Source: an optimization exercise on an open RTL-to-GDS flow (aim: small area, a short achievable clock period and few clock cycles per item). Production flows keep margins and buffers that such runs may drop.
Function was checked by simulation only, so behaviour that the tests miss may differ from the original.
Power is estimated from default activity; no workload was simulated.

==> design.v <==
package skf_pkg;
  localparam int unsigned SampleW  = 16;
  localparam int unsigned EstW     = 32;
  localparam int unsigned CovW     = 32;
  localparam int unsigned FracW    = 24;
  localparam int unsigned CfgIdxW  = 2;
  localparam int unsigned CfgDataW = 32;
  localparam logic [CfgIdxW-1:0] CFG_PROCESS_NOISE      = 2'd0;
  localparam logic [CfgIdxW-1:0] CFG_MEASUREMENT_NOISE  = 2'd1;
  localparam logic [CfgIdxW-1:0] CFG_INITIAL_COVARIANCE = 2'd2;
  localparam logic [CovW-1:0] ProcessNoiseRst      = 32'd16777;
  localparam logic [CovW-1:0] MeasurementNoiseRst  = 32'd9110028;
  localparam logic [CovW-1:0] InitialCovarianceRst = 32'd335544;
endpackage
module skf_bk32 (
  input  logic [31:0] a,
  input  logic [31:0] b,
  input  logic ci,
  output logic [31:0] s,
  output logic co
);
  logic [31:0] p0, g0;
  assign p0 = a ^ b;
  assign g0 = a & b;
  logic gc0;
  assign gc0 = g0[0] | (p0[0] & ci);
  logic gg1, pp1;
  assign gg1 = g0[1] | (p0[1] & gc0);
  assign pp1 = p0[1] & p0[0];
  logic gg2, pp2;
  assign gg2 = g0[3] | (p0[3] & g0[2]);
  assign pp2 = p0[3] & p0[2];
  logic gg3, pp3;
  assign gg3 = g0[5] | (p0[5] & g0[4]);
  assign pp3 = p0[5] & p0[4];
  logic gg4, pp4;
  assign gg4 = g0[7] | (p0[7] & g0[6]);
  assign pp4 = p0[7] & p0[6];
  logic gg5, pp5;
  assign gg5 = g0[9] | (p0[9] & g0[8]);
  assign pp5 = p0[9] & p0[8];
  logic gg6, pp6;
  assign gg6 = g0[11] | (p0[11] & g0[10]);
  assign pp6 = p0[11] & p0[10];
  logic gg7, pp7;
  assign gg7 = g0[13] | (p0[13] & g0[12]);
  assign pp7 = p0[13] & p0[12];
  logic gg8, pp8;
  assign gg8 = g0[15] | (p0[15] & g0[14]);
  assign pp8 = p0[15] & p0[14];
  logic gg9, pp9;
  assign gg9 = g0[17] | (p0[17] & g0[16]);
  assign pp9 = p0[17] & p0[16];
  logic gg10, pp10;
  assign gg10 = g0[19] | (p0[19] & g0[18]);
  assign pp10 = p0[19] & p0[18];
  logic gg11, pp11;
  assign gg11 = g0[21] | (p0[21] & g0[20]);
  assign pp11 = p0[21] & p0[20];
  logic gg12, pp12;
  assign gg12 = g0[23] | (p0[23] & g0[22]);
  assign pp12 = p0[23] & p0[22];
  logic gg13, pp13;
  assign gg13 = g0[25] | (p0[25] & g0[24]);
  assign pp13 = p0[25] & p0[24];
  logic gg14, pp14;
  assign gg14 = g0[27] | (p0[27] & g0[26]);
  assign pp14 = p0[27] & p0[26];
  logic gg15, pp15;
  assign gg15 = g0[29] | (p0[29] & g0[28]);
  assign pp15 = p0[29] & p0[28];
  logic gg16, pp16;
  assign gg16 = g0[31] | (p0[31] & g0[30]);
  assign pp16 = p0[31] & p0[30];
  logic gg17, pp17;
  assign gg17 = gg2 | (pp2 & gg1);
  assign pp17 = pp2 & pp1;
  logic gg18, pp18;
  assign gg18 = gg4 | (pp4 & gg3);
  assign pp18 = pp4 & pp3;
  logic gg19, pp19;
  assign gg19 = gg6 | (pp6 & gg5);
  assign pp19 = pp6 & pp5;
  logic gg20, pp20;
  assign gg20 = gg8 | (pp8 & gg7);
  assign pp20 = pp8 & pp7;
  logic gg21, pp21;
  assign gg21 = gg10 | (pp10 & gg9);
  assign pp21 = pp10 & pp9;
  logic gg22, pp22;
  assign gg22 = gg12 | (pp12 & gg11);
  assign pp22 = pp12 & pp11;
  logic gg23, pp23;
  assign gg23 = gg14 | (pp14 & gg13);
  assign pp23 = pp14 & pp13;
  logic gg24, pp24;
  assign gg24 = gg16 | (pp16 & gg15);
  assign pp24 = pp16 & pp15;
  logic gg25, pp25;
  assign gg25 = gg18 | (pp18 & gg17);
  assign pp25 = pp18 & pp17;
  logic gg26, pp26;
  assign gg26 = gg20 | (pp20 & gg19);
  assign pp26 = pp20 & pp19;
  logic gg27, pp27;
  assign gg27 = gg22 | (pp22 & gg21);
  assign pp27 = pp22 & pp21;
  logic gg28, pp28;
  assign gg28 = gg24 | (pp24 & gg23);
  assign pp28 = pp24 & pp23;
  logic gg29, pp29;
  assign gg29 = gg26 | (pp26 & gg25);
  assign pp29 = pp26 & pp25;
  logic gg30, pp30;
  assign gg30 = gg28 | (pp28 & gg27);
  assign pp30 = pp28 & pp27;
  logic gg31, pp31;
  assign gg31 = gg30 | (pp30 & gg29);
  assign pp31 = pp30 & pp29;
  logic gg32, pp32;
  assign gg32 = gg27 | (pp27 & gg29);
  assign pp32 = pp27 & pp29;
  logic gg33, pp33;
  assign gg33 = gg19 | (pp19 & gg25);
  assign pp33 = pp19 & pp25;
  logic gg34, pp34;
  assign gg34 = gg21 | (pp21 & gg29);
  assign pp34 = pp21 & pp29;
  logic gg35, pp35;
  assign gg35 = gg23 | (pp23 & gg32);
  assign pp35 = pp23 & pp32;
  logic gg36, pp36;
  assign gg36 = gg3 | (pp3 & gg17);
  assign pp36 = pp3 & pp17;
  logic gg37, pp37;
  assign gg37 = gg5 | (pp5 & gg25);
  assign pp37 = pp5 & pp25;
  logic gg38, pp38;
  assign gg38 = gg7 | (pp7 & gg33);
  assign pp38 = pp7 & pp33;
  logic gg39, pp39;
  assign gg39 = gg9 | (pp9 & gg29);
  assign pp39 = pp9 & pp29;
  logic gg40, pp40;
  assign gg40 = gg11 | (pp11 & gg34);
  assign pp40 = pp11 & pp34;
  logic gg41, pp41;
  assign gg41 = gg13 | (pp13 & gg32);
  assign pp41 = pp13 & pp32;
  logic gg42, pp42;
  assign gg42 = gg15 | (pp15 & gg35);
  assign pp42 = pp15 & pp35;
  logic gg43, pp43;
  assign gg43 = g0[2] | (p0[2] & gg1);
  assign pp43 = p0[2] & pp1;
  logic gg44, pp44;
  assign gg44 = g0[4] | (p0[4] & gg17);
  assign pp44 = p0[4] & pp17;
  logic gg45, pp45;
  assign gg45 = g0[6] | (p0[6] & gg36);
  assign pp45 = p0[6] & pp36;
  logic gg46, pp46;
  assign gg46 = g0[8] | (p0[8] & gg25);
  assign pp46 = p0[8] & pp25;
  logic gg47, pp47;
  assign gg47 = g0[10] | (p0[10] & gg37);
  assign pp47 = p0[10] & pp37;
  logic gg48, pp48;
  assign gg48 = g0[12] | (p0[12] & gg33);
  assign pp48 = p0[12] & pp33;
  logic gg49, pp49;
  assign gg49 = g0[14] | (p0[14] & gg38);
  assign pp49 = p0[14] & pp38;
  logic gg50, pp50;
  assign gg50 = g0[16] | (p0[16] & gg29);
  assign pp50 = p0[16] & pp29;
  logic gg51, pp51;
  assign gg51 = g0[18] | (p0[18] & gg39);
  assign pp51 = p0[18] & pp39;
  logic gg52, pp52;
  assign gg52 = g0[20] | (p0[20] & gg34);
  assign pp52 = p0[20] & pp34;
  logic gg53, pp53;
  assign gg53 = g0[22] | (p0[22] & gg40);
  assign pp53 = p0[22] & pp40;
  logic gg54, pp54;
  assign gg54 = g0[24] | (p0[24] & gg32);
  assign pp54 = p0[24] & pp32;
  logic gg55, pp55;
  assign gg55 = g0[26] | (p0[26] & gg41);
  assign pp55 = p0[26] & pp41;
  logic gg56, pp56;
  assign gg56 = g0[28] | (p0[28] & gg35);
  assign pp56 = p0[28] & pp35;
  logic gg57, pp57;
  assign gg57 = g0[30] | (p0[30] & gg42);
  assign pp57 = p0[30] & pp42;
  logic [32:0] c;
  assign c[0] = ci;
  assign c[1] = gc0;
  assign c[2] = gg1;
  assign c[3] = gg43;
  assign c[4] = gg17;
  assign c[5] = gg44;
  assign c[6] = gg36;
  assign c[7] = gg45;
  assign c[8] = gg25;
  assign c[9] = gg46;
  assign c[10] = gg37;
  assign c[11] = gg47;
  assign c[12] = gg33;
  assign c[13] = gg48;
  assign c[14] = gg38;
  assign c[15] = gg49;
  assign c[16] = gg29;
  assign c[17] = gg50;
  assign c[18] = gg39;
  assign c[19] = gg51;
  assign c[20] = gg34;
  assign c[21] = gg52;
  assign c[22] = gg40;
  assign c[23] = gg53;
  assign c[24] = gg32;
  assign c[25] = gg54;
  assign c[26] = gg41;
  assign c[27] = gg55;
  assign c[28] = gg35;
  assign c[29] = gg56;
  assign c[30] = gg42;
  assign c[31] = gg57;
  assign c[32] = gg31;
  assign s  = p0 ^ c[31:0];
  assign co = c[32];
endmodule
module skf_bk34 (
  input  logic [33:0] a,
  input  logic [33:0] b,
  input  logic ci,
  output logic [33:0] s,
  output logic co
);
  logic [33:0] p0, g0;
  assign p0 = a ^ b;
  assign g0 = a & b;
  logic gc0;
  assign gc0 = g0[0] | (p0[0] & ci);
  logic gg1, pp1;
  assign gg1 = g0[1] | (p0[1] & gc0);
  assign pp1 = p0[1] & p0[0];
  logic gg2, pp2;
  assign gg2 = g0[3] | (p0[3] & g0[2]);
  assign pp2 = p0[3] & p0[2];
  logic gg3, pp3;
  assign gg3 = g0[5] | (p0[5] & g0[4]);
  assign pp3 = p0[5] & p0[4];
  logic gg4, pp4;
  assign gg4 = g0[7] | (p0[7] & g0[6]);
  assign pp4 = p0[7] & p0[6];
  logic gg5, pp5;
  assign gg5 = g0[9] | (p0[9] & g0[8]);
  assign pp5 = p0[9] & p0[8];
  logic gg6, pp6;
  assign gg6 = g0[11] | (p0[11] & g0[10]);
  assign pp6 = p0[11] & p0[10];
  logic gg7, pp7;
  assign gg7 = g0[13] | (p0[13] & g0[12]);
  assign pp7 = p0[13] & p0[12];
  logic gg8, pp8;
  assign gg8 = g0[15] | (p0[15] & g0[14]);
  assign pp8 = p0[15] & p0[14];
  logic gg9, pp9;
  assign gg9 = g0[17] | (p0[17] & g0[16]);
  assign pp9 = p0[17] & p0[16];
  logic gg10, pp10;
  assign gg10 = g0[19] | (p0[19] & g0[18]);
  assign pp10 = p0[19] & p0[18];
  logic gg11, pp11;
  assign gg11 = g0[21] | (p0[21] & g0[20]);
  assign pp11 = p0[21] & p0[20];
  logic gg12, pp12;
  assign gg12 = g0[23] | (p0[23] & g0[22]);
  assign pp12 = p0[23] & p0[22];
  logic gg13, pp13;
  assign gg13 = g0[25] | (p0[25] & g0[24]);
  assign pp13 = p0[25] & p0[24];
  logic gg14, pp14;
  assign gg14 = g0[27] | (p0[27] & g0[26]);
  assign pp14 = p0[27] & p0[26];
  logic gg15, pp15;
  assign gg15 = g0[29] | (p0[29] & g0[28]);
  assign pp15 = p0[29] & p0[28];
  logic gg16, pp16;
  assign gg16 = g0[31] | (p0[31] & g0[30]);
  assign pp16 = p0[31] & p0[30];
  logic gg17, pp17;
  assign gg17 = g0[33] | (p0[33] & g0[32]);
  assign pp17 = p0[33] & p0[32];
  logic gg18, pp18;
  assign gg18 = gg2 | (pp2 & gg1);
  assign pp18 = pp2 & pp1;
  logic gg19, pp19;
  assign gg19 = gg4 | (pp4 & gg3);
  assign pp19 = pp4 & pp3;
  logic gg20, pp20;
  assign gg20 = gg6 | (pp6 & gg5);
  assign pp20 = pp6 & pp5;
  logic gg21, pp21;
  assign gg21 = gg8 | (pp8 & gg7);
  assign pp21 = pp8 & pp7;
  logic gg22, pp22;
  assign gg22 = gg10 | (pp10 & gg9);
  assign pp22 = pp10 & pp9;
  logic gg23, pp23;
  assign gg23 = gg12 | (pp12 & gg11);
  assign pp23 = pp12 & pp11;
  logic gg24, pp24;
  assign gg24 = gg14 | (pp14 & gg13);
  assign pp24 = pp14 & pp13;
  logic gg25, pp25;
  assign gg25 = gg16 | (pp16 & gg15);
  assign pp25 = pp16 & pp15;
  logic gg26, pp26;
  assign gg26 = gg19 | (pp19 & gg18);
  assign pp26 = pp19 & pp18;
  logic gg27, pp27;
  assign gg27 = gg21 | (pp21 & gg20);
  assign pp27 = pp21 & pp20;
  logic gg28, pp28;
  assign gg28 = gg23 | (pp23 & gg22);
  assign pp28 = pp23 & pp22;
  logic gg29, pp29;
  assign gg29 = gg25 | (pp25 & gg24);
  assign pp29 = pp25 & pp24;
  logic gg30, pp30;
  assign gg30 = gg27 | (pp27 & gg26);
  assign pp30 = pp27 & pp26;
  logic gg31, pp31;
  assign gg31 = gg29 | (pp29 & gg28);
  assign pp31 = pp29 & pp28;
  logic gg32, pp32;
  assign gg32 = gg31 | (pp31 & gg30);
  assign pp32 = pp31 & pp30;
  logic gg33, pp33;
  assign gg33 = gg28 | (pp28 & gg30);
  assign pp33 = pp28 & pp30;
  logic gg34, pp34;
  assign gg34 = gg20 | (pp20 & gg26);
  assign pp34 = pp20 & pp26;
  logic gg35, pp35;
  assign gg35 = gg22 | (pp22 & gg30);
  assign pp35 = pp22 & pp30;
  logic gg36, pp36;
  assign gg36 = gg24 | (pp24 & gg33);
  assign pp36 = pp24 & pp33;
  logic gg37, pp37;
  assign gg37 = gg3 | (pp3 & gg18);
  assign pp37 = pp3 & pp18;
  logic gg38, pp38;
  assign gg38 = gg5 | (pp5 & gg26);
  assign pp38 = pp5 & pp26;
  logic gg39, pp39;
  assign gg39 = gg7 | (pp7 & gg34);
  assign pp39 = pp7 & pp34;
  logic gg40, pp40;
  assign gg40 = gg9 | (pp9 & gg30);
  assign pp40 = pp9 & pp30;
  logic gg41, pp41;
  assign gg41 = gg11 | (pp11 & gg35);
  assign pp41 = pp11 & pp35;
  logic gg42, pp42;
  assign gg42 = gg13 | (pp13 & gg33);
  assign pp42 = pp13 & pp33;
  logic gg43, pp43;
  assign gg43 = gg15 | (pp15 & gg36);
  assign pp43 = pp15 & pp36;
  logic gg44, pp44;
  assign gg44 = gg17 | (pp17 & gg32);
  assign pp44 = pp17 & pp32;
  logic gg45, pp45;
  assign gg45 = g0[2] | (p0[2] & gg1);
  assign pp45 = p0[2] & pp1;
  logic gg46, pp46;
  assign gg46 = g0[4] | (p0[4] & gg18);
  assign pp46 = p0[4] & pp18;
  logic gg47, pp47;
  assign gg47 = g0[6] | (p0[6] & gg37);
  assign pp47 = p0[6] & pp37;
  logic gg48, pp48;
  assign gg48 = g0[8] | (p0[8] & gg26);
  assign pp48 = p0[8] & pp26;
  logic gg49, pp49;
  assign gg49 = g0[10] | (p0[10] & gg38);
  assign pp49 = p0[10] & pp38;
  logic gg50, pp50;
  assign gg50 = g0[12] | (p0[12] & gg34);
  assign pp50 = p0[12] & pp34;
  logic gg51, pp51;
  assign gg51 = g0[14] | (p0[14] & gg39);
  assign pp51 = p0[14] & pp39;
  logic gg52, pp52;
  assign gg52 = g0[16] | (p0[16] & gg30);
  assign pp52 = p0[16] & pp30;
  logic gg53, pp53;
  assign gg53 = g0[18] | (p0[18] & gg40);
  assign pp53 = p0[18] & pp40;
  logic gg54, pp54;
  assign gg54 = g0[20] | (p0[20] & gg35);
  assign pp54 = p0[20] & pp35;
  logic gg55, pp55;
  assign gg55 = g0[22] | (p0[22] & gg41);
  assign pp55 = p0[22] & pp41;
  logic gg56, pp56;
  assign gg56 = g0[24] | (p0[24] & gg33);
  assign pp56 = p0[24] & pp33;
  logic gg57, pp57;
  assign gg57 = g0[26] | (p0[26] & gg42);
  assign pp57 = p0[26] & pp42;
  logic gg58, pp58;
  assign gg58 = g0[28] | (p0[28] & gg36);
  assign pp58 = p0[28] & pp36;
  logic gg59, pp59;
  assign gg59 = g0[30] | (p0[30] & gg43);
  assign pp59 = p0[30] & pp43;
  logic gg60, pp60;
  assign gg60 = g0[32] | (p0[32] & gg32);
  assign pp60 = p0[32] & pp32;
  logic [34:0] c;
  assign c[0] = ci;
  assign c[1] = gc0;
  assign c[2] = gg1;
  assign c[3] = gg45;
  assign c[4] = gg18;
  assign c[5] = gg46;
  assign c[6] = gg37;
  assign c[7] = gg47;
  assign c[8] = gg26;
  assign c[9] = gg48;
  assign c[10] = gg38;
  assign c[11] = gg49;
  assign c[12] = gg34;
  assign c[13] = gg50;
  assign c[14] = gg39;
  assign c[15] = gg51;
  assign c[16] = gg30;
  assign c[17] = gg52;
  assign c[18] = gg40;
  assign c[19] = gg53;
  assign c[20] = gg35;
  assign c[21] = gg54;
  assign c[22] = gg41;
  assign c[23] = gg55;
  assign c[24] = gg33;
  assign c[25] = gg56;
  assign c[26] = gg42;
  assign c[27] = gg57;
  assign c[28] = gg36;
  assign c[29] = gg58;
  assign c[30] = gg43;
  assign c[31] = gg59;
  assign c[32] = gg32;
  assign c[33] = gg60;
  assign c[34] = gg44;
  assign s  = p0 ^ c[33:0];
  assign co = c[34];
endmodule
module skf_bk35 (
  input  logic [34:0] a,
  input  logic [34:0] b,
  input  logic ci,
  output logic [34:0] s,
  output logic co
);
  logic [34:0] p0, g0;
  assign p0 = a ^ b;
  assign g0 = a & b;
  logic gc0;
  assign gc0 = g0[0] | (p0[0] & ci);
  logic gg1, pp1;
  assign gg1 = g0[1] | (p0[1] & gc0);
  assign pp1 = p0[1] & p0[0];
  logic gg2, pp2;
  assign gg2 = g0[3] | (p0[3] & g0[2]);
  assign pp2 = p0[3] & p0[2];
  logic gg3, pp3;
  assign gg3 = g0[5] | (p0[5] & g0[4]);
  assign pp3 = p0[5] & p0[4];
  logic gg4, pp4;
  assign gg4 = g0[7] | (p0[7] & g0[6]);
  assign pp4 = p0[7] & p0[6];
  logic gg5, pp5;
  assign gg5 = g0[9] | (p0[9] & g0[8]);
  assign pp5 = p0[9] & p0[8];
  logic gg6, pp6;
  assign gg6 = g0[11] | (p0[11] & g0[10]);
  assign pp6 = p0[11] & p0[10];
  logic gg7, pp7;
  assign gg7 = g0[13] | (p0[13] & g0[12]);
  assign pp7 = p0[13] & p0[12];
  logic gg8, pp8;
  assign gg8 = g0[15] | (p0[15] & g0[14]);
  assign pp8 = p0[15] & p0[14];
  logic gg9, pp9;
  assign gg9 = g0[17] | (p0[17] & g0[16]);
  assign pp9 = p0[17] & p0[16];
  logic gg10, pp10;
  assign gg10 = g0[19] | (p0[19] & g0[18]);
  assign pp10 = p0[19] & p0[18];
  logic gg11, pp11;
  assign gg11 = g0[21] | (p0[21] & g0[20]);
  assign pp11 = p0[21] & p0[20];
  logic gg12, pp12;
  assign gg12 = g0[23] | (p0[23] & g0[22]);
  assign pp12 = p0[23] & p0[22];
  logic gg13, pp13;
  assign gg13 = g0[25] | (p0[25] & g0[24]);
  assign pp13 = p0[25] & p0[24];
  logic gg14, pp14;
  assign gg14 = g0[27] | (p0[27] & g0[26]);
  assign pp14 = p0[27] & p0[26];
  logic gg15, pp15;
  assign gg15 = g0[29] | (p0[29] & g0[28]);
  assign pp15 = p0[29] & p0[28];
  logic gg16, pp16;
  assign gg16 = g0[31] | (p0[31] & g0[30]);
  assign pp16 = p0[31] & p0[30];
  logic gg17, pp17;
  assign gg17 = g0[33] | (p0[33] & g0[32]);
  assign pp17 = p0[33] & p0[32];
  logic gg18, pp18;
  assign gg18 = gg2 | (pp2 & gg1);
  assign pp18 = pp2 & pp1;
  logic gg19, pp19;
  assign gg19 = gg4 | (pp4 & gg3);
  assign pp19 = pp4 & pp3;
  logic gg20, pp20;
  assign gg20 = gg6 | (pp6 & gg5);
  assign pp20 = pp6 & pp5;
  logic gg21, pp21;
  assign gg21 = gg8 | (pp8 & gg7);
  assign pp21 = pp8 & pp7;
  logic gg22, pp22;
  assign gg22 = gg10 | (pp10 & gg9);
  assign pp22 = pp10 & pp9;
  logic gg23, pp23;
  assign gg23 = gg12 | (pp12 & gg11);
  assign pp23 = pp12 & pp11;
  logic gg24, pp24;
  assign gg24 = gg14 | (pp14 & gg13);
  assign pp24 = pp14 & pp13;
  logic gg25, pp25;
  assign gg25 = gg16 | (pp16 & gg15);
  assign pp25 = pp16 & pp15;
  logic gg26, pp26;
  assign gg26 = gg19 | (pp19 & gg18);
  assign pp26 = pp19 & pp18;
  logic gg27, pp27;
  assign gg27 = gg21 | (pp21 & gg20);
  assign pp27 = pp21 & pp20;
  logic gg28, pp28;
  assign gg28 = gg23 | (pp23 & gg22);
  assign pp28 = pp23 & pp22;
  logic gg29, pp29;
  assign gg29 = gg25 | (pp25 & gg24);
  assign pp29 = pp25 & pp24;
  logic gg30, pp30;
  assign gg30 = gg27 | (pp27 & gg26);
  assign pp30 = pp27 & pp26;
  logic gg31, pp31;
  assign gg31 = gg29 | (pp29 & gg28);
  assign pp31 = pp29 & pp28;
  logic gg32, pp32;
  assign gg32 = gg31 | (pp31 & gg30);
  assign pp32 = pp31 & pp30;
  logic gg33, pp33;
  assign gg33 = gg28 | (pp28 & gg30);
  assign pp33 = pp28 & pp30;
  logic gg34, pp34;
  assign gg34 = gg20 | (pp20 & gg26);
  assign pp34 = pp20 & pp26;
  logic gg35, pp35;
  assign gg35 = gg22 | (pp22 & gg30);
  assign pp35 = pp22 & pp30;
  logic gg36, pp36;
  assign gg36 = gg24 | (pp24 & gg33);
  assign pp36 = pp24 & pp33;
  logic gg37, pp37;
  assign gg37 = gg3 | (pp3 & gg18);
  assign pp37 = pp3 & pp18;
  logic gg38, pp38;
  assign gg38 = gg5 | (pp5 & gg26);
  assign pp38 = pp5 & pp26;
  logic gg39, pp39;
  assign gg39 = gg7 | (pp7 & gg34);
  assign pp39 = pp7 & pp34;
  logic gg40, pp40;
  assign gg40 = gg9 | (pp9 & gg30);
  assign pp40 = pp9 & pp30;
  logic gg41, pp41;
  assign gg41 = gg11 | (pp11 & gg35);
  assign pp41 = pp11 & pp35;
  logic gg42, pp42;
  assign gg42 = gg13 | (pp13 & gg33);
  assign pp42 = pp13 & pp33;
  logic gg43, pp43;
  assign gg43 = gg15 | (pp15 & gg36);
  assign pp43 = pp15 & pp36;
  logic gg44, pp44;
  assign gg44 = gg17 | (pp17 & gg32);
  assign pp44 = pp17 & pp32;
  logic gg45, pp45;
  assign gg45 = g0[2] | (p0[2] & gg1);
  assign pp45 = p0[2] & pp1;
  logic gg46, pp46;
  assign gg46 = g0[4] | (p0[4] & gg18);
  assign pp46 = p0[4] & pp18;
  logic gg47, pp47;
  assign gg47 = g0[6] | (p0[6] & gg37);
  assign pp47 = p0[6] & pp37;
  logic gg48, pp48;
  assign gg48 = g0[8] | (p0[8] & gg26);
  assign pp48 = p0[8] & pp26;
  logic gg49, pp49;
  assign gg49 = g0[10] | (p0[10] & gg38);
  assign pp49 = p0[10] & pp38;
  logic gg50, pp50;
  assign gg50 = g0[12] | (p0[12] & gg34);
  assign pp50 = p0[12] & pp34;
  logic gg51, pp51;
  assign gg51 = g0[14] | (p0[14] & gg39);
  assign pp51 = p0[14] & pp39;
  logic gg52, pp52;
  assign gg52 = g0[16] | (p0[16] & gg30);
  assign pp52 = p0[16] & pp30;
  logic gg53, pp53;
  assign gg53 = g0[18] | (p0[18] & gg40);
  assign pp53 = p0[18] & pp40;
  logic gg54, pp54;
  assign gg54 = g0[20] | (p0[20] & gg35);
  assign pp54 = p0[20] & pp35;
  logic gg55, pp55;
  assign gg55 = g0[22] | (p0[22] & gg41);
  assign pp55 = p0[22] & pp41;
  logic gg56, pp56;
  assign gg56 = g0[24] | (p0[24] & gg33);
  assign pp56 = p0[24] & pp33;
  logic gg57, pp57;
  assign gg57 = g0[26] | (p0[26] & gg42);
  assign pp57 = p0[26] & pp42;
  logic gg58, pp58;
  assign gg58 = g0[28] | (p0[28] & gg36);
  assign pp58 = p0[28] & pp36;
  logic gg59, pp59;
  assign gg59 = g0[30] | (p0[30] & gg43);
  assign pp59 = p0[30] & pp43;
  logic gg60, pp60;
  assign gg60 = g0[32] | (p0[32] & gg32);
  assign pp60 = p0[32] & pp32;
  logic gg61, pp61;
  assign gg61 = g0[34] | (p0[34] & gg44);
  assign pp61 = p0[34] & pp44;
  logic [35:0] c;
  assign c[0] = ci;
  assign c[1] = gc0;
  assign c[2] = gg1;
  assign c[3] = gg45;
  assign c[4] = gg18;
  assign c[5] = gg46;
  assign c[6] = gg37;
  assign c[7] = gg47;
  assign c[8] = gg26;
  assign c[9] = gg48;
  assign c[10] = gg38;
  assign c[11] = gg49;
  assign c[12] = gg34;
  assign c[13] = gg50;
  assign c[14] = gg39;
  assign c[15] = gg51;
  assign c[16] = gg30;
  assign c[17] = gg52;
  assign c[18] = gg40;
  assign c[19] = gg53;
  assign c[20] = gg35;
  assign c[21] = gg54;
  assign c[22] = gg41;
  assign c[23] = gg55;
  assign c[24] = gg33;
  assign c[25] = gg56;
  assign c[26] = gg42;
  assign c[27] = gg57;
  assign c[28] = gg36;
  assign c[29] = gg58;
  assign c[30] = gg43;
  assign c[31] = gg59;
  assign c[32] = gg32;
  assign c[33] = gg60;
  assign c[34] = gg44;
  assign c[35] = gg61;
  assign s  = p0 ^ c[34:0];
  assign co = c[35];
endmodule
module skf_bk36 (
  input  logic [35:0] a,
  input  logic [35:0] b,
  input  logic ci,
  output logic [35:0] s,
  output logic co
);
  logic [35:0] p0, g0;
  assign p0 = a ^ b;
  assign g0 = a & b;
  logic gc0;
  assign gc0 = g0[0] | (p0[0] & ci);
  logic gg1, pp1;
  assign gg1 = g0[1] | (p0[1] & gc0);
  assign pp1 = p0[1] & p0[0];
  logic gg2, pp2;
  assign gg2 = g0[3] | (p0[3] & g0[2]);
  assign pp2 = p0[3] & p0[2];
  logic gg3, pp3;
  assign gg3 = g0[5] | (p0[5] & g0[4]);
  assign pp3 = p0[5] & p0[4];
  logic gg4, pp4;
  assign gg4 = g0[7] | (p0[7] & g0[6]);
  assign pp4 = p0[7] & p0[6];
  logic gg5, pp5;
  assign gg5 = g0[9] | (p0[9] & g0[8]);
  assign pp5 = p0[9] & p0[8];
  logic gg6, pp6;
  assign gg6 = g0[11] | (p0[11] & g0[10]);
  assign pp6 = p0[11] & p0[10];
  logic gg7, pp7;
  assign gg7 = g0[13] | (p0[13] & g0[12]);
  assign pp7 = p0[13] & p0[12];
  logic gg8, pp8;
  assign gg8 = g0[15] | (p0[15] & g0[14]);
  assign pp8 = p0[15] & p0[14];
  logic gg9, pp9;
  assign gg9 = g0[17] | (p0[17] & g0[16]);
  assign pp9 = p0[17] & p0[16];
  logic gg10, pp10;
  assign gg10 = g0[19] | (p0[19] & g0[18]);
  assign pp10 = p0[19] & p0[18];
  logic gg11, pp11;
  assign gg11 = g0[21] | (p0[21] & g0[20]);
  assign pp11 = p0[21] & p0[20];
  logic gg12, pp12;
  assign gg12 = g0[23] | (p0[23] & g0[22]);
  assign pp12 = p0[23] & p0[22];
  logic gg13, pp13;
  assign gg13 = g0[25] | (p0[25] & g0[24]);
  assign pp13 = p0[25] & p0[24];
  logic gg14, pp14;
  assign gg14 = g0[27] | (p0[27] & g0[26]);
  assign pp14 = p0[27] & p0[26];
  logic gg15, pp15;
  assign gg15 = g0[29] | (p0[29] & g0[28]);
  assign pp15 = p0[29] & p0[28];
  logic gg16, pp16;
  assign gg16 = g0[31] | (p0[31] & g0[30]);
  assign pp16 = p0[31] & p0[30];
  logic gg17, pp17;
  assign gg17 = g0[33] | (p0[33] & g0[32]);
  assign pp17 = p0[33] & p0[32];
  logic gg18, pp18;
  assign gg18 = g0[35] | (p0[35] & g0[34]);
  assign pp18 = p0[35] & p0[34];
  logic gg19, pp19;
  assign gg19 = gg2 | (pp2 & gg1);
  assign pp19 = pp2 & pp1;
  logic gg20, pp20;
  assign gg20 = gg4 | (pp4 & gg3);
  assign pp20 = pp4 & pp3;
  logic gg21, pp21;
  assign gg21 = gg6 | (pp6 & gg5);
  assign pp21 = pp6 & pp5;
  logic gg22, pp22;
  assign gg22 = gg8 | (pp8 & gg7);
  assign pp22 = pp8 & pp7;
  logic gg23, pp23;
  assign gg23 = gg10 | (pp10 & gg9);
  assign pp23 = pp10 & pp9;
  logic gg24, pp24;
  assign gg24 = gg12 | (pp12 & gg11);
  assign pp24 = pp12 & pp11;
  logic gg25, pp25;
  assign gg25 = gg14 | (pp14 & gg13);
  assign pp25 = pp14 & pp13;
  logic gg26, pp26;
  assign gg26 = gg16 | (pp16 & gg15);
  assign pp26 = pp16 & pp15;
  logic gg27, pp27;
  assign gg27 = gg18 | (pp18 & gg17);
  assign pp27 = pp18 & pp17;
  logic gg28, pp28;
  assign gg28 = gg20 | (pp20 & gg19);
  assign pp28 = pp20 & pp19;
  logic gg29, pp29;
  assign gg29 = gg22 | (pp22 & gg21);
  assign pp29 = pp22 & pp21;
  logic gg30, pp30;
  assign gg30 = gg24 | (pp24 & gg23);
  assign pp30 = pp24 & pp23;
  logic gg31, pp31;
  assign gg31 = gg26 | (pp26 & gg25);
  assign pp31 = pp26 & pp25;
  logic gg32, pp32;
  assign gg32 = gg29 | (pp29 & gg28);
  assign pp32 = pp29 & pp28;
  logic gg33, pp33;
  assign gg33 = gg31 | (pp31 & gg30);
  assign pp33 = pp31 & pp30;
  logic gg34, pp34;
  assign gg34 = gg33 | (pp33 & gg32);
  assign pp34 = pp33 & pp32;
  logic gg35, pp35;
  assign gg35 = gg30 | (pp30 & gg32);
  assign pp35 = pp30 & pp32;
  logic gg36, pp36;
  assign gg36 = gg21 | (pp21 & gg28);
  assign pp36 = pp21 & pp28;
  logic gg37, pp37;
  assign gg37 = gg23 | (pp23 & gg32);
  assign pp37 = pp23 & pp32;
  logic gg38, pp38;
  assign gg38 = gg25 | (pp25 & gg35);
  assign pp38 = pp25 & pp35;
  logic gg39, pp39;
  assign gg39 = gg27 | (pp27 & gg34);
  assign pp39 = pp27 & pp34;
  logic gg40, pp40;
  assign gg40 = gg3 | (pp3 & gg19);
  assign pp40 = pp3 & pp19;
  logic gg41, pp41;
  assign gg41 = gg5 | (pp5 & gg28);
  assign pp41 = pp5 & pp28;
  logic gg42, pp42;
  assign gg42 = gg7 | (pp7 & gg36);
  assign pp42 = pp7 & pp36;
  logic gg43, pp43;
  assign gg43 = gg9 | (pp9 & gg32);
  assign pp43 = pp9 & pp32;
  logic gg44, pp44;
  assign gg44 = gg11 | (pp11 & gg37);
  assign pp44 = pp11 & pp37;
  logic gg45, pp45;
  assign gg45 = gg13 | (pp13 & gg35);
  assign pp45 = pp13 & pp35;
  logic gg46, pp46;
  assign gg46 = gg15 | (pp15 & gg38);
  assign pp46 = pp15 & pp38;
  logic gg47, pp47;
  assign gg47 = gg17 | (pp17 & gg34);
  assign pp47 = pp17 & pp34;
  logic gg48, pp48;
  assign gg48 = g0[2] | (p0[2] & gg1);
  assign pp48 = p0[2] & pp1;
  logic gg49, pp49;
  assign gg49 = g0[4] | (p0[4] & gg19);
  assign pp49 = p0[4] & pp19;
  logic gg50, pp50;
  assign gg50 = g0[6] | (p0[6] & gg40);
  assign pp50 = p0[6] & pp40;
  logic gg51, pp51;
  assign gg51 = g0[8] | (p0[8] & gg28);
  assign pp51 = p0[8] & pp28;
  logic gg52, pp52;
  assign gg52 = g0[10] | (p0[10] & gg41);
  assign pp52 = p0[10] & pp41;
  logic gg53, pp53;
  assign gg53 = g0[12] | (p0[12] & gg36);
  assign pp53 = p0[12] & pp36;
  logic gg54, pp54;
  assign gg54 = g0[14] | (p0[14] & gg42);
  assign pp54 = p0[14] & pp42;
  logic gg55, pp55;
  assign gg55 = g0[16] | (p0[16] & gg32);
  assign pp55 = p0[16] & pp32;
  logic gg56, pp56;
  assign gg56 = g0[18] | (p0[18] & gg43);
  assign pp56 = p0[18] & pp43;
  logic gg57, pp57;
  assign gg57 = g0[20] | (p0[20] & gg37);
  assign pp57 = p0[20] & pp37;
  logic gg58, pp58;
  assign gg58 = g0[22] | (p0[22] & gg44);
  assign pp58 = p0[22] & pp44;
  logic gg59, pp59;
  assign gg59 = g0[24] | (p0[24] & gg35);
  assign pp59 = p0[24] & pp35;
  logic gg60, pp60;
  assign gg60 = g0[26] | (p0[26] & gg45);
  assign pp60 = p0[26] & pp45;
  logic gg61, pp61;
  assign gg61 = g0[28] | (p0[28] & gg38);
  assign pp61 = p0[28] & pp38;
  logic gg62, pp62;
  assign gg62 = g0[30] | (p0[30] & gg46);
  assign pp62 = p0[30] & pp46;
  logic gg63, pp63;
  assign gg63 = g0[32] | (p0[32] & gg34);
  assign pp63 = p0[32] & pp34;
  logic gg64, pp64;
  assign gg64 = g0[34] | (p0[34] & gg47);
  assign pp64 = p0[34] & pp47;
  logic [36:0] c;
  assign c[0] = ci;
  assign c[1] = gc0;
  assign c[2] = gg1;
  assign c[3] = gg48;
  assign c[4] = gg19;
  assign c[5] = gg49;
  assign c[6] = gg40;
  assign c[7] = gg50;
  assign c[8] = gg28;
  assign c[9] = gg51;
  assign c[10] = gg41;
  assign c[11] = gg52;
  assign c[12] = gg36;
  assign c[13] = gg53;
  assign c[14] = gg42;
  assign c[15] = gg54;
  assign c[16] = gg32;
  assign c[17] = gg55;
  assign c[18] = gg43;
  assign c[19] = gg56;
  assign c[20] = gg37;
  assign c[21] = gg57;
  assign c[22] = gg44;
  assign c[23] = gg58;
  assign c[24] = gg35;
  assign c[25] = gg59;
  assign c[26] = gg45;
  assign c[27] = gg60;
  assign c[28] = gg38;
  assign c[29] = gg61;
  assign c[30] = gg46;
  assign c[31] = gg62;
  assign c[32] = gg34;
  assign c[33] = gg63;
  assign c[34] = gg47;
  assign c[35] = gg64;
  assign c[36] = gg39;
  assign s  = p0 ^ c[35:0];
  assign co = c[36];
endmodule
module scalar_kalman_filter (
  input  logic                          clk_i,
  input  logic                          rst_ni,
  input  logic                          sample_valid_i,
  output logic                          sample_ready_o,
  input  logic [skf_pkg::SampleW-1:0]   sample_i,
  output logic                          estimate_valid_o,
  input  logic                          estimate_ready_i,
  output logic [skf_pkg::EstW-1:0]      estimate_o,
  input  logic                          cfg_valid_i,
  output logic                          cfg_ready_o,
  input  logic [skf_pkg::CfgIdxW-1:0]   cfg_index_i,
  input  logic [skf_pkg::CfgDataW-1:0]  cfg_data_i
);
  logic [31:0] q_q, r_q, p_q;
  logic [31:0] x_q;
  logic        out_valid_q;
  logic        bvalid_q;
  logic [15:0] b_q;
  localparam int S_IDLE = 0, S_DEN = 1, S_DIV = 2, S_ACC = 3, S_FIN = 4;
  logic [4:0]  pst_q;
  logic [3:0]  pcnt_q;
  logic [31:0] pp_q, den_q, rem_q;
  logic [24:0] qr_q;
  logic [34:0] a_q;        
  logic [20:0] us_q, uc_q;  
  logic        zero_q;
  logic        qvalid_q;    
  logic        conv_q;      
  logic        chk_q;       
  localparam logic [1:0] X_IDLE = 2'd0, X_MUL = 2'd1, X_FIN = 2'd2;
  logic [1:0]  xst_q;
  logic        xstep_q;     
  logic [32:0] d_q;
  logic [20:0] bsel_q;      
  logic        xfin_q;      
  logic [37:0] as_q, ac_q;  
  logic [11:0] ls_q, lc_q;  
  logic        cp_q;        
  logic [33:0] alu_a, alu_b, alu_s;
  logic [31:0] alu_sat;
  logic        alu_ci;
  logic [33:0] f_a, f_b, f_c, f_s, f_c2;
  assign f_a  = {2'b00, pp_q};
  assign f_b  = ~{2'b00, us_q, a_q[34:24]};
  assign f_c  = ~{2'b00, uc_q, 11'd0};
  assign f_s  = f_a ^ f_b ^ f_c;
  assign f_c2 = {((f_a[32:0] & f_b[32:0]) | (f_a[32:0] & f_c[32:0]) | (f_b[32:0] & f_c[32:0])), 1'b1};
  assign alu_a  = ({34{pst_q[S_IDLE]}} & {2'b00, p_q}) |
                  ({34{pst_q[S_DEN]}}  & {2'b00, pp_q}) |
                  ({34{pst_q[S_FIN]}}  & f_s);
  assign alu_b  = ({34{pst_q[S_IDLE]}} & {2'b00, q_q}) |
                  ({34{pst_q[S_DEN]}}  & {2'b00, r_q}) |
                  ({34{pst_q[S_FIN]}}  & f_c2);
  assign alu_ci = pst_q[S_FIN] & (a_q[23:0] == 24'd0);
  skf_bk34 u_palu (.a(alu_a), .b(alu_b), .ci(alu_ci), .s(alu_s), .co());
  assign alu_sat = alu_s[32] ? 32'hFFFF_FFFF : alu_s[31:0];
  logic int_bit, zero_n;
  assign zero_n  = (pp_q == 32'd0) && (r_q == 32'd0);
  assign int_bit = ((r_q == 32'd0) || (pp_q == 32'hFFFF_FFFF)) && !zero_n;
  function automatic logic [5:0] lzc32(input logic [31:0] x);
    logic [15:0] v1, c1;
    logic [7:0]  v2;
    logic [15:0] c2;
    logic [3:0]  v3;
    logic [11:0] c3;
    logic [1:0]  v4;
    logic [7:0]  c4;
    for (int g = 0; g < 16; g++) begin
      v1[g] = x[2*g+1] | x[2*g];
      c1[g] = !x[2*g+1];
    end
    for (int g = 0; g < 8; g++) begin
      v2[g] = v1[2*g+1] | v1[2*g];
      c2[2*g+:2] = v1[2*g+1] ? {1'b0, c1[2*g+1]} : {1'b1, c1[2*g]};
    end
    for (int g = 0; g < 4; g++) begin
      v3[g] = v2[2*g+1] | v2[2*g];
      c3[3*g+:3] = v2[2*g+1] ? {1'b0, c2[2*(2*g+1)+:2]} : {1'b1, c2[2*(2*g)+:2]};
    end
    for (int g = 0; g < 2; g++) begin
      v4[g] = v3[2*g+1] | v3[2*g];
      c4[4*g+:4] = v3[2*g+1] ? {1'b0, c3[3*(2*g+1)+:3]} : {1'b1, c3[3*(2*g)+:3]};
    end
    if (!(v4[1] | v4[0])) lzc32 = 6'd32;
    else                  lzc32 = v4[1] ? {2'b00, c4[7:4]} : {2'b01, c4[3:0]};
  endfunction
  logic [5:0]  lz_pp, lz_r, lz_m;
  logic [6:0]  lz_t;
  logic [3:0]  skip;
  logic [31:0] pp_sh;
  assign lz_pp = lzc32(pp_q);
  assign lz_r  = lzc32(r_q);
  assign lz_m  = (lz_r < lz_pp) ? lz_r : lz_pp;
  assign lz_t  = {1'b0, lz_pp} - {1'b0, lz_m} - 7'd1;
  always_comb begin
    if (lz_t[6])             skip = 4'd0;
    else if (lz_t[5:1] > 11) skip = 4'd11;
    else                     skip = lz_t[4:1];
  end
  assign pp_sh = pp_q << {skip, 1'b0};
  logic peq, start;
  assign peq   = chk_q && (den_q == p_q);
  assign start = pst_q[S_IDLE] && bvalid_q && !qvalid_q && !conv_q && !peq;
  logic [33:0] rem4;
  logic [34:0] s1, s2, s3, t_x, t_y, t_z, t_s, t_c;
  logic [35:0] t_sum;
  logic [1:0]  qd;
  logic [31:0] rem_n;
  assign rem4  = {rem_q, 2'b00};
  skf_bk35 u_s1 (.a({1'b0, rem4}), .b(~{3'b000, den_q}), .ci(1'b1), .s(s1), .co());
  skf_bk35 u_s2 (.a({1'b0, rem4}), .b(~{2'b00, den_q, 1'b0}), .ci(1'b1), .s(s2), .co());
  assign t_x   = {1'b0, rem4};
  assign t_y   = ~{2'b00, den_q, 1'b0};
  assign t_z   = ~{3'b000, den_q};
  assign t_s   = t_x ^ t_y ^ t_z;
  assign t_c   = (t_x & t_y) | (t_x & t_z) | (t_y & t_z);
  skf_bk36 u_s3 (.a({t_s, 1'b1}), .b({t_c[33:0], 2'b11}), .ci(1'b0), .s(t_sum), .co());
  assign s3    = t_sum[35:1];
  always_comb begin
    if (zero_q)        begin qd = 2'd0; rem_n = rem4[31:0]; end
    else if (!s3[34])  begin qd = 2'd3; rem_n = s3[31:0];   end
    else if (!s2[34])  begin qd = 2'd2; rem_n = s2[31:0];   end
    else if (!s1[34])  begin qd = 2'd1; rem_n = s1[31:0];   end
    else               begin qd = 2'd0; rem_n = rem4[31:0]; end
  end
  logic [34:0] ax, ay, az, as_, ac;
  logic [35:0] alo;
  assign ax  = {a_q[32:0], 2'b00};
  assign ay  = qr_q[1] ? {2'b00, pp_q, 1'b0} : 35'd0;
  assign az  = qr_q[0] ? {3'b000, pp_q} : 35'd0;
  assign as_ = ax ^ ay ^ az;
  assign ac  = (ax & ay) | (ax & az) | (ay & az);
  skf_bk36 u_alo (.a({1'b0, as_}), .b({ac, 1'b0}), .ci(1'b0), .s(alo), .co());
  logic        kready, fin_ok, dload;
  logic [32:0] r_s, r_c;
  logic        r_cy;
  logic [32:0] dl_a, dl_b, dl_c, dl_d, dl_s1, dl_c1, dl_s2, dl_c2;
  logic [33:0] dl_sum;
  logic [31:0] xa_s, xa_c;
  logic [31:0] x_n;
  assign kready = qvalid_q || conv_q;
  assign fin_ok = !out_valid_q || estimate_ready_i;
  assign dload  = bvalid_q && kready &&
                  ((xst_q == X_IDLE) || (xfin_q && fin_ok));
  logic [12:0] lowsum;
  assign lowsum = {1'b0, ls_q} + {1'b0, lc_q} + {12'd0, cp_q};
  assign r_s  = xfin_q ? as_q[32:0] : 33'd0;
  assign r_c  = xfin_q ? ac_q[32:0] : 33'd0;
  assign r_cy = xfin_q & lowsum[12];
  assign dl_a  = {b_q[15], b_q, 16'h0000};
  assign dl_b  = ~{x_q[31], x_q};
  assign dl_c  = ~r_s;
  assign dl_d  = ~r_c;
  assign dl_s1 = dl_a ^ dl_b ^ dl_c;
  assign dl_c1 = {((dl_a[31:0] & dl_b[31:0]) | (dl_a[31:0] & dl_c[31:0]) | (dl_b[31:0] & dl_c[31:0])), 1'b1};
  assign dl_s2 = dl_s1 ^ dl_c1 ^ dl_d;
  assign dl_c2 = {((dl_s1[31:0] & dl_c1[31:0]) | (dl_s1[31:0] & dl_d[31:0]) | (dl_c1[31:0] & dl_d[31:0])), 1'b1};
  skf_bk34 u_dadd (.a({1'b0, dl_s2}), .b({1'b0, dl_c2}), .ci(!r_cy), .s(dl_sum), .co());
  assign xa_s = x_q ^ as_q[31:0] ^ ac_q[31:0];
  assign xa_c = {((x_q[30:0] & as_q[30:0]) | (x_q[30:0] & ac_q[30:0]) | (as_q[30:0] & ac_q[30:0])), 1'b0};
  skf_bk32 u_xadd (.a(xa_s), .b(xa_c), .ci(lowsum[12]), .s(x_n), .co());
  function automatic logic [20:0] booth7(input logic [13:0] k, input logic km1);
    logic [14:0] kk;
    kk = {k, km1};
    for (int i = 0; i < 7; i++) begin
      booth7[3*i+2] = kk[2*i+2] && !(kk[2*i+1] && kk[2*i]);
      booth7[3*i+1] = (kk[2*i+2] && !kk[2*i+1] && !kk[2*i]) ||
                      (!kk[2*i+2] && kk[2*i+1] && kk[2*i]);
      booth7[3*i]   = kk[2*i+1] ^ kk[2*i];
    end
  endfunction
  logic [20:0] bsel_lo, bsel_hi;
  always_comb begin
    bsel_lo = booth7({2'b00, qr_q[11:0]}, 1'b0);
    bsel_lo[20:18] = 3'b000;
    bsel_hi = booth7({1'b0, qr_q[24:12]}, qr_q[11]);
  end
  localparam int MW = 50;
  logic [MW-1:0] dw, pp [7];
  logic [6:0]    pneg;
  logic [MW-1:0] m_as, m_ac;
  logic [MW-1:0] l1as, l1ac, l1bs, l1bc, l1cs, l1cc, l2as, l2ac, l2bs, l2bc;
  logic [MW-1:0] l3s, l3c, vs, vc;
  function automatic logic [MW-1:0] csa_s(input logic [MW-1:0] a, b, c);
    csa_s = a ^ b ^ c;
  endfunction
  function automatic logic [MW-1:0] csa_c(input logic [MW-1:0] a, b, c, input logic cin);
    csa_c = {((a[MW-2:0] & b[MW-2:0]) | (a[MW-2:0] & c[MW-2:0]) | (b[MW-2:0] & c[MW-2:0])), cin};
  endfunction
  always_comb begin
    dw = {{(MW-33){d_q[32]}}, d_q};
    for (int i = 0; i < 7; i++) begin
      logic [MW-1:0] m;
      m = ({MW{bsel_q[3*i]}} & dw) | ({MW{bsel_q[3*i+1]}} & {dw[MW-2:0], 1'b0});
      m = m ^ {MW{bsel_q[3*i+2]}};
      pneg[i] = bsel_q[3*i+2];
      pp[i] = (m << (2*i)) | ({MW{pneg[i]}} & ((MW'(1) << (2*i)) - MW'(1)));
    end
    m_as = xstep_q ? {{(MW-38){as_q[37]}}, as_q} : '0;
    m_ac = xstep_q ? {{(MW-38){ac_q[37]}}, ac_q} : '0;
    l1as = csa_s(m_as, m_ac, pp[0]);   l1ac = csa_c(m_as, m_ac, pp[0], pneg[0]);
    l1bs = csa_s(pp[1], pp[2], pp[3]); l1bc = csa_c(pp[1], pp[2], pp[3], pneg[1]);
    l1cs = csa_s(pp[4], pp[5], pp[6]); l1cc = csa_c(pp[4], pp[5], pp[6], pneg[2]);
    l2as = csa_s(l1as, l1ac, l1bs);    l2ac = csa_c(l1as, l1ac, l1bs, pneg[3]);
    l2bs = csa_s(l1bc, l1cs, l1cc);    l2bc = csa_c(l1bc, l1cs, l1cc, pneg[4]);
    l3s  = csa_s(l2as, l2ac, l2bs);    l3c  = csa_c(l2as, l2ac, l2bs, pneg[5]);
    vs   = csa_s(l3s, l3c, l2bc);      vc   = csa_c(l3s, l3c, l2bc, pneg[6]);
  end
  always_ff @(posedge clk_i or negedge rst_ni) begin
    if (!rst_ni) begin
      q_q         <= skf_pkg::ProcessNoiseRst;
      r_q         <= skf_pkg::MeasurementNoiseRst;
      p_q         <= skf_pkg::InitialCovarianceRst;
      x_q         <= '0;
      out_valid_q <= 1'b0;
      bvalid_q    <= 1'b0;
      pst_q       <= 5'b00001;
      pcnt_q      <= '0;
      qvalid_q    <= 1'b0;
      conv_q      <= 1'b0;
      chk_q       <= 1'b0;
      xst_q       <= X_IDLE;
      xfin_q      <= 1'b0;
      xstep_q     <= 1'b0;
    end else begin
      if (sample_valid_i && !bvalid_q) bvalid_q <= 1'b1;
      else if (dload)                  bvalid_q <= 1'b0;
      chk_q <= pst_q[S_FIN];
      if (peq) conv_q <= 1'b1;
      if (start) pst_q <= 5'b00010;
      if (pst_q[S_DEN]) begin
        pst_q  <= 5'b00100;
        pcnt_q <= skip;
      end
      if (pst_q[S_DIV]) begin
        pcnt_q <= pcnt_q + 4'd1;
        if (pcnt_q == 4'd11) begin
          pst_q    <= 5'b01000;
          qvalid_q <= 1'b1;
        end
      end
      if (pst_q[S_ACC]) pst_q <= 5'b10000;
      if (pst_q[S_FIN]) begin
        pst_q <= 5'b00001;
        p_q   <= alu_s[31:0];
      end
      if (dload && !(pst_q[S_DIV] && pcnt_q == 4'd11)) qvalid_q <= 1'b0;
      unique case (xst_q)
        X_IDLE: if (dload) begin xst_q <= X_MUL; xstep_q <= 1'b0; end
        X_MUL: begin
          xstep_q <= 1'b1;
          if (xstep_q) begin
            xst_q  <= X_FIN;
            xfin_q <= 1'b1;
          end
        end
        X_FIN: if (fin_ok) begin
          xfin_q  <= 1'b0;
          x_q     <= x_n;
          xst_q   <= dload ? X_MUL : X_IDLE;
          xstep_q <= 1'b0;
        end
        default: xst_q <= X_IDLE;
      endcase
      if (xst_q == X_FIN && fin_ok) out_valid_q <= 1'b1;
      else if (estimate_ready_i)     out_valid_q <= 1'b0;
      if (cfg_valid_i) begin
        unique case (cfg_index_i)
          skf_pkg::CFG_PROCESS_NOISE:      q_q <= cfg_data_i;
          skf_pkg::CFG_MEASUREMENT_NOISE:  r_q <= cfg_data_i;
          skf_pkg::CFG_INITIAL_COVARIANCE: p_q <= cfg_data_i;
          default: ;
        endcase
        if (cfg_index_i != 2'd3) begin
          conv_q   <= 1'b0;
          qvalid_q <= 1'b0;
        end
      end
    end
  end
  always_ff @(posedge clk_i) begin
    if (sample_valid_i && !bvalid_q) b_q <= sample_i;
    if (pst_q[S_IDLE]) pp_q <= alu_sat;
    if (pst_q[S_DEN]) begin
      den_q  <= alu_sat;
      zero_q <= zero_n;
    end else if (pst_q[S_FIN]) begin
      den_q  <= p_q;
    end
    rem_q <= pst_q[S_DEN] ? (int_bit ? 32'd0 : pp_sh) : rem_n;
    if (pst_q[S_DEN])      qr_q <= {24'd0, int_bit};
    else if (pst_q[S_DIV]) qr_q <= {qr_q[22:0], qd};
    if (pst_q[S_DEN]) begin
      a_q  <= '0;
      us_q <= '0;
      uc_q <= '0;
    end else begin
      a_q  <= alo[34:0];
      us_q <= {us_q[18:0], a_q[34:33]};
      uc_q <= {uc_q[18:0], 1'b0, alo[35]};
    end
    if (dload) begin
      d_q    <= dl_sum[32:0];
      bsel_q <= bsel_lo;
    end else begin
      bsel_q <= bsel_hi;
    end
    if (xst_q == X_MUL) begin
      as_q <= vs[49:12];
      ac_q <= vc[49:12];
      ls_q <= vs[11:0];
      lc_q <= vc[11:0];
      cp_q <= xstep_q & lowsum[12];
    end
  end
  assign sample_ready_o   = !bvalid_q;
  assign cfg_ready_o      = 1'b1;
  assign estimate_valid_o = out_valid_q;
  assign estimate_o       = x_q;
endmodule
==> run.sh <==
#!/bin/bash
# synth_recipe.tcl (not shown) runs the flow's synth.tcl, then flattens the netlist and writes it again
# the make line also repeats each setting of config.mk as NAME=value (left out here)
make -C /OpenROAD-flow-scripts/flow DESIGN_CONFIG=/design/flow/config.mk WORK_HOME=/design/flow/orfs CLKGATE_MAP_FILE= SYNTH_SCRIPT=/design/flow/synth_recipe.tcl finish
==> config.mk <==
export PLATFORM = sky130hd
export DESIGN_NAME = scalar_kalman_filter
export DESIGN_NICKNAME = scalar_kalman_filter
export VERILOG_FILES = /design/flow/design.v
export SDC_FILE = /design/flow/constraint.sdc
export NUM_CORES = 4
export LEC_CHECK = 0
export ABC_AREA = 1
export CAP_MARGIN = 20
export CORE_MARGIN = 2
export CORE_UTILIZATION = 40
export SETUP_SLACK_MARGIN = 0.5
export SLEW_MARGIN = 20
==> constraint.sdc <==
create_clock -name core_clock -period 5.0 [get_ports {clk_i}]
set_input_delay 1.0000 -clock core_clock [delete_from_list [all_inputs] [get_ports {clk_i}]]
set_output_delay 1.0000 -clock core_clock [all_outputs]
set_load 0.01 [all_outputs]
==> results of run 1 <==
-- area by class of cell --
type                            count  area, um2
Tap cell                         1524       1910
Clock buffer                       87       1810
Timing Repair inverter              2       46.3
Timing Repair Buffer              473       4270
Multi-Input combinational cell   3606      31700
Fill cell                       10918      59600
Sequential cell                   501      12900
Inverter                          928       3550
Clock inverter                     37        440
-- worst reg2reg max path, delay by kind of cell, from the launching register on --
kind | cells | cell delay [ns]
buffers and inverters | 8 | 0.75
adder cells (fa/ha/maj) | 4 | 1.18
AO/OA/AOI/OAI | 9 | 1.39
flip-flops | 1 | 0.36
AND/OR/NAND/NOR | 19 | 1.47
-- flip-flops by register name, indices dropped and copies added, names as in the netlist, 32 cells and up --
register,cells
as_q,36
ac_q,37
rem_q,32
r_q,32
pp_q,32
den_q,32
x_q,32
d_q,33
p_q,32
a_q,35
q_q,32
-- power groups by stage --
stage / Clock [mW] / Sequential (mW) / Combinational [mW]
after floorplan: 0 / 6.97 / 11.5
after global placement: 0 / 7.19 / 16.5
after detailed placement: 0 / 7.21 / 16.9
after CTS: 5.04 / 7.14 / 18.6
after global routing: 5.19 / 7.24 / 22.4
final: 4.95 / 7.12 / 19.6
-- timing repair --
action                     CTS  global route
gates cloned                 2             3
gates resized for setup    223           381
pin swaps                   93           196
buffers inserted           107            54
setup endpoints to repair  136           142
-- final timing paths --
path                                     from             endpoint  slack (ns)  cells past startpoint
max reg2reg                 ls_q[1]$_DFFE_PP_  x_q[28]$_DFFE_PN0P_       -0.21                     40
min                                    rst_ni   x_q[5]$_DFFE_PN0P_        0.35                      1
min reg2reg                a_q[33]$_SDFF_PP0_   us_q[0]$_SDFF_PP0_        0.43                      2
min in group core_clock    a_q[33]$_SDFF_PP0_   us_q[0]$_SDFF_PP0_        0.43                      2
max in group asynchronous              rst_ni      chk_q$_DFF_PN0_        3.62                      2
max                         ls_q[1]$_DFFE_PP_  x_q[28]$_DFFE_PN0P_       -0.21                     40
-- metrics by stage --
step           total power, mW  cells  setup TNS (ns)  utilization (%)
2_1_floorplan             18.5   5280               0                -
5_1_grt                   34.8   7158           -6.02             48.7
6_report                  31.7   7158          -0.554             48.7
4_1_cts                   30.8   7101          -0.862             46.8
3_5_place_dp              24.1   6868          -0.860             43.5
3_3_place_gp              23.7   6868           -1.72             43.5
-- cells in the final DEF (no fill, tap or decap), drive strengths merged, types with 15 or more instances in the layout --
cell | synthesis | routed
edfxtp | 212 | 212
or2 | 17 | 17
o21ai | 335 | 335
dfxtp | 143 | 143
o211ai | 48 | 48
clkdlybuf4s50 | 0 | 87
o22ai | 251 | 251
clkinv | 6 | 38
a21oi | 140 | 140
xor2 | 267 | 267
dfrtp | 123 | 123
clkbuf | 192 | 88
a221oi | 17 | 17
ha | 297 | 297
a21o | 26 | 26
o221ai | 45 | 45
nand3 | 222 | 222
xnor2 | 64 | 64
nor4 | 15 | 15
dfstp | 23 | 23
nand4 | 39 | 39
nor2 | 241 | 241
buf | 53 | 385
nand2 | 931 | 931
inv | 922 | 922
a31oi | 30 | 30
fa | 551 | 551
-- logic make-up (layout without fill, tap and decap cells) --
kind of cell	Yosys count	in the layout
AND/OR/NAND/NOR	1480	1480
AO/OA/AOI/OAI	946	946
buffers and inverters	1173	1527
flip-flops	501	501
adder cells (fa/ha/maj)	848	848
XOR/XNOR	331	331
other	1	1
-- routing by layer --
| layer | routed length [um] | share of wire [%] |
|---|---|---|
| met5 | 13 | 0.0090 |
| met3 | 8820 | 6.1 |
| met1 | 59200 | 41 |
| met4 | 8700 | 6.0 |
| met2 | 68000 | 47 |
==> reports/metrics.csv, run 1 <==
stage;metric;value;unit
yosys;ys.flop_type;edfxtp_1;
worst_setup_path;cp-end-kind;register;
layout;insertedDiodeCount;0;
global_route;grt_pass1_wl;225000;um
yosys;syn_nets;6183;
global_route;grt_max_degree;92;
global_route;antenna_found_initial;1;
yosys;yosysSeqAreaShare;27.5;%
sta;hold_slack;0.353;ns
yosys;synthMuxAreaShare;0;%
drt;dr.first_iter.drc_count;2925;
pwr;seq_power_share;22.5;%
sta;fin_skew;0.0419;ns
yosys;synthAdderAreaFrac;31.4;%
yosys;synth_compound_area_share;12.2;%
worst_setup_path;crit_buf_inv;8;
yosys;async_flop_share;29.1;%
sta;worst_pin_slew;1.13;ns
drt;remaining_drc_errors;0;
yosys;ys_ff_latch;501;
sta;finalMaxSlewViolations;0;
yosys;synth-edff-count;212;
drt;viasPerCell;5.36;
yosys;synthTopCellsByCount;922 x nand2_1, 900 x inv_1, 551 x fa_1, 326 x o21ai_0, 297 x ha_1;
pwr;cellLeakagePower;26.6;nW
place;place_ws;-0.488;ns
global_route;grtUsageTotal;23.9;%
place;gp_congestion;0.950;
place;io_buffers;88;
pwr;power_frac_comb;61.9;%
drt;wl_per_cell;20.2;um
clock_network;cts_buffer_depth;3;
clock_network;clkTransAtPathRegs;0.06;ns
clock_network;cts_num_sinks;501;
sta;clock.fmax;192;MHz
die;start_util;40.4;%
worst_setup_path;path_delay_family;simple AND/OR/NAND/NOR gates;
worst_setup_path;max_stage_delay;0.51;ns
die;core;0.116;mm2
yosys;synth_cells;5280;
pwr;p_switching;13.3;mW
yosys;synthXorXnorAreaFrac;6.18;%
clock_network;insertion_delay;0.69;ns
global_route;grt_overflow_total;0;
sta;layout_setup_ws;-0.206;ns
die;io_pins;90;
job;maxCapViolations;0;
drt;ant_nets;0;
yosys;syn_area;0.0469;mm2
yosys;yosys.area_share.simple;13.1;%
worst_setup_path;worst-setup-path-type;reg2reg;
worst_setup_path;crit_required;5.59;ns
clock_network;h-tree-depth;3;
global_route;grt_use_met3;3.94;%
yosys;synth_top_family_by_area;adder cells;
yosys;ys_types;59;
drt;routed-via-count;38370;
die;die-height;346;um
global_route;grt_pass1_vias;39095;
clock_network;cts_root_buf;clkbuf_16;
status;violations;setup timing;
yosys;synth_warnings;2;
clock_network;cts_buffers;67;
layout;syn_to_final_growth;20.7;%
worst_setup_path;crit_arrival;5.80;ns
pwr;swShare;42.0;%
sta;layout_min_cycle_time;5.21;ns
place;dpl_cell_area;0.0506;mm2
clock_network;cts_tree;yes;
pwr;p_clk_share;15.6;%
sta;grt_setup_unrepaired;yes;
yosys;synth.top_cell.area_share;23.5;%
min_path;min_path_type;in2async;
drt;routed_wl;145000;um
global_route;grt.busiest_layer;met2;
pwr;ir_drop;0.489;mV
drt;drt_first_pass_iters;6;
clock_network;hold_buffers;0;
die;dieWidth;346;um
layout;drive_gt1_share;17.4;%
sta;setup_violations;5;
sta;hold_viol;0;
sta;timing.final.crit_share;104;%
status;status;failed layout checks;
sta;slew_headroom;24.6;%
worst_setup_path;cp-start-kind;register;
global_route;use_met2;39.2;%
worst_setup_path;slowest_stage;fa_2;
pwr;pwr_density_cell;559;mW/mm2
die;die_area;0.120;mm2
layout;layout.nets;6482;
layout;design_area;0.0566;mm2
worst_setup_path;crit_top_cell;nand3_2;
worst_setup_path;worstPathMaxFanout;3;
place;hpwl;109000;um
pwr;intPower;18.4;mW
die;num_rows;125;
yosys;syn-mean-instance-area;8.89;um2
yosys;synth_most_common_cell;nand2_1;
yosys;yosys-top-cells-area;fa_1 24%, edfxtp_1 14%, ha_1 7.9%;
global_route;met1_usage;30.3;%
yosys;synth_largest_area_cell;fa_1;
Testbench counts, summed over its fixed seeds: cycles 34,563, items 4,800.
==> run 2: changes to the inputs <==
--- a/config.mk
+++ b/config.mk
@@ -9,5 +9,5 @@
 export CAP_MARGIN = 20
 export CORE_MARGIN = 2
 export CORE_UTILIZATION = 40
-export SETUP_SLACK_MARGIN = 0.5
+export SETUP_SLACK_MARGIN = 0.8
 export SLEW_MARGIN = 20
==> run 2 against run 1 <==
Effect of this change: the layout still fails its checks (setup timing); sequential share of layout area down 0.21 points; cell count down 0.20%; critical path type unchanged; final area up 0.88%.
==> reports/metrics.csv, run 2 <==
stage;metric;value;unit
global_route;antenna_found_initial;0;
layout;syn_to_final_growth;21.8;%
sta;hold_slack;0.337;ns
yosys;synth_warnings;2;
drt;dr.first_iter.drc_count;2901;
yosys;ys_ff_latch;501;
worst_setup_path;slowest_stage;fa_2;
yosys;synth_most_common_cell;nand2_1;
place;place_ws;-0.542;ns
clock_network;hold_buffers;0;
layout;layout.nets;6469;
global_route;grt_max_degree;82;
die;start_util;40.4;%
yosys;async_flop_share;29.1;%
layout;largest_reg_flops;37;
status;status;failed layout checks;
die;dieWidth;346;um
yosys;synthTopCellsByCount;922 x nand2_1, 900 x inv_1, 551 x fa_1, 326 x o21ai_0, 297 x ha_1;
worst_setup_path;cp-end-kind;register;
sta;setup_violations;11;
worst_setup_path;crit_arrival;5.59;ns
layout;design_area;0.0571;mm2
pwr;cellLeakagePower;26.7;nW
min_path;min_path_type;in2async;
global_route;grt_pass1_vias;39042;
sta;clock.fmax;194;MHz
pwr;p_switching;13.4;mW
drt;routed_wl;145000;um
drt;wl_per_cell;20.3;um
place;dpl_cell_area;0.0507;mm2
layout;top_register;ac_q;
sta;fin_skew;0.0621;ns
place;io_buffers;88;
layout;layout_common_cells;854 x inv_1, 769 x nand2_1, 515 x fa_1;
sta;timing.final.crit_share;103;%
yosys;synth_cells;5280;
pwr;seq_power_share;22.6;%
yosys;ys_types;59;
drt;drt_first_pass_iters;5;
pwr;intPower;18.2;mW
yosys;synth.top_cell.area_share;23.5;%
sta;fin_tns_setup;-0.830;ns
worst_setup_path;worstReg2RegEnd;d_q[26]$_DFFE_PP_;
job;maxCapViolations;0;
yosys;ys.flop_type;edfxtp_1;
drt;remaining_drc_errors;0;
global_route;grt_pass1_wl;227000;um
die;die-height;346;um
sta;grt_setup_unrepaired;yes;
yosys;synth_largest_area_cell;fa_1;
layout;multi_input_area;0.0321;mm2
worst_setup_path;cp-start-kind;register;
layout;top_regs;ac_q (37), as_q (36), a_q (35);
clock_network;cts_buffer_depth;3;
yosys;syn-mean-instance-area;8.89;um2
place;hpwl;109000;um
sta;worst_pin_slew;1.12;ns
yosys;yosys-top-cells-area;fa_1 24%, edfxtp_1 14%, ha_1 7.9%;
pwr;p_clk_share;15.1;%
yosys;syn_nets;6183;
worst_setup_path;path_delay_family;simple AND/OR/NAND/NOR gates;
clock_network;cts_buffers;61;
worst_setup_path;crit_buf_inv;9;
drt;ant_nets;0;
die;die_area;0.120;mm2
clock_network;insertion_delay;0.73;ns
yosys;yosysSeqAreaShare;27.5;%
worst_setup_path;worstPathMaxFanout;3;
pwr;swShare;42.4;%
drt;viasPerCell;5.34;
layout;final_util;49.2;%
worst_setup_path;crit_top_cell;buf_6;
yosys;synth-edff-count;212;
global_route;grtUsageTotal;24.1;%
layout;drive_gt1_share;19.2;%
worst_setup_path;crit_required;5.44;ns
pwr;ir_drop;0.472;mV
clock_network;clkTransAtPathRegs;0.06;ns
pwr;pwr_density_cell;553;mW/mm2
sta;layout_setup_ws;-0.146;ns
status;violations;setup timing;
die;io_pins;90;
clock_network;cts_root_buf;clkbuf_16;
worst_setup_path;rr_worst_depth;38;
yosys;syn_area;0.0469;mm2
clock_network;cts_tree;yes;
worst_setup_path;crit_start;ls_q[1]$_DFFE_PP_;
place;gp_congestion;0.927;
worst_setup_path;timing.rr.start;ls_q[1]$_DFFE_PP_;
worst_setup_path;max_stage_delay;0.44;ns
die;num_rows;125;
clock_network;cts_num_sinks;501;
layout;mostFrequentLayoutCell;inv_1;
worst_setup_path;worst-setup-path-type;reg2reg;
worst_setup_path;cp.depth;38;
sta;slew_headroom;25.4;%
clock_network;h-tree-depth;2;
die;core;0.116;mm2
layout;fillers;10773;
pwr;power_frac_comb;62.3;%
global_route;grt_overflow_total;0;
sta;finalMaxSlewViolations;0;
sta;hold_viol;0;
worst_setup_path;ff2ff_setup_slack;-0.15;ns
layout;regArea;0.0129;mm2
sta;layout_min_cycle_time;5.15;ns
drt;routed-via-count;38167;
run 2: cell families after synthesis:
kind of cell / share of synthesized area (%)
DFF: 27.5
buffers and inverters: 9.59
xor gates and xnor gates: 6.18
and+or+nand+nor: 13.1
AOI/OAI and AO/OA: 12.2
other: 0.00799
adders and majority gates: 31.4
run 2: area by class of cell:
cell class	count	share of cell area (%)
tap	1524	3.34
antenna	1	0.00438
sequential	501	22.6
timing repair buffer	468	7.92
multi-input combinational	3606	56.1
clock inverter	34	0.670
clock buffer	82	3.10
inverter	928	6.19
run 2: power by group through the flow:
stage | clock, mW | sequential (mW) | combinational, mW
after floorplan | 0 | 6.97 | 11.8
after global placement | 0 | 7.22 | 16.6
after detailed placement | 0 | 7.23 | 17.1
after CTS | 4.89 | 7.15 | 18.7
after global routing | 5.02 | 7.25 | 22.3
final | 4.79 | 7.14 | 19.7
run 2: repair_timing:
action                                  in CTS  in global routing
gates cloned                                12                  0
pin swaps                                  175                156
endpoints found under the setup margin     155                213
endpoints found under the hold margin        0                  0
gates resized for setup                    476                237
buffers inserted                           118                 57
run 2: routing by layer:
metal | vias to the layer above | GRT usage (%) | part of all wire (%)
met4 | 0 | 10.5 | 4.9
met1 | 18935 | 30.9 | 41
met3 | 291 | 3.45 | 5.8
li1 | 17715 | - | -
met2 | 1226 | 40.6 | 48
met5 | - | 0 | 0
run 2: metrics by stage:
stage	instances	power, mW
after floorplan	5280	18.8
after global placement	6839	23.8
after detailed placement	6839	24.3
after CTS	7085	30.8
after global routing	7143	34.6
final	7144	31.6
run 2: worst max path at each step:
stage / to / slack [ns]
2_1_floorplan: x_q[31]$_DFFE_PN0P_ / 0.19
3_3_place_gp: x_q[31]$_DFFE_PN0P_ / -0.57
3_5_place_dp: x_q[31]$_DFFE_PN0P_ / -0.54
4_1_cts: x_q[31]$_DFFE_PN0P_ / -0.21
5_1_grt: x_q[31]$_DFFE_PN0P_ / -0.43
6_report: d_q[26]$_DFFE_PP_ / -0.15

==> re-timing with driven ports <==
The results above use ideal ports. As a check the final layouts listed here were re-extracted and re-timed, cells and wires unchanged. Step 1 assumes that a clkbuf_16 drives the clock port and a buf_2 every other input. Step 2 moves the port delays by t, midway between the first and last clock arrival at a register: inputs arrive t later, outputs are due t later. That takes back most of the time a late clock gives input paths. Three values: ideal, step 1, step 2; two values: the first two.
run	t, ns	slack for setup (ns)	hold slack, ns
run 1	0.741	-0.206 / -0.206 / -0.206	0.353 / 0.333 / 0.435
run 2	0.760	-0.146 / -0.146 / -0.146	0.337 / 0.309 / 0.432
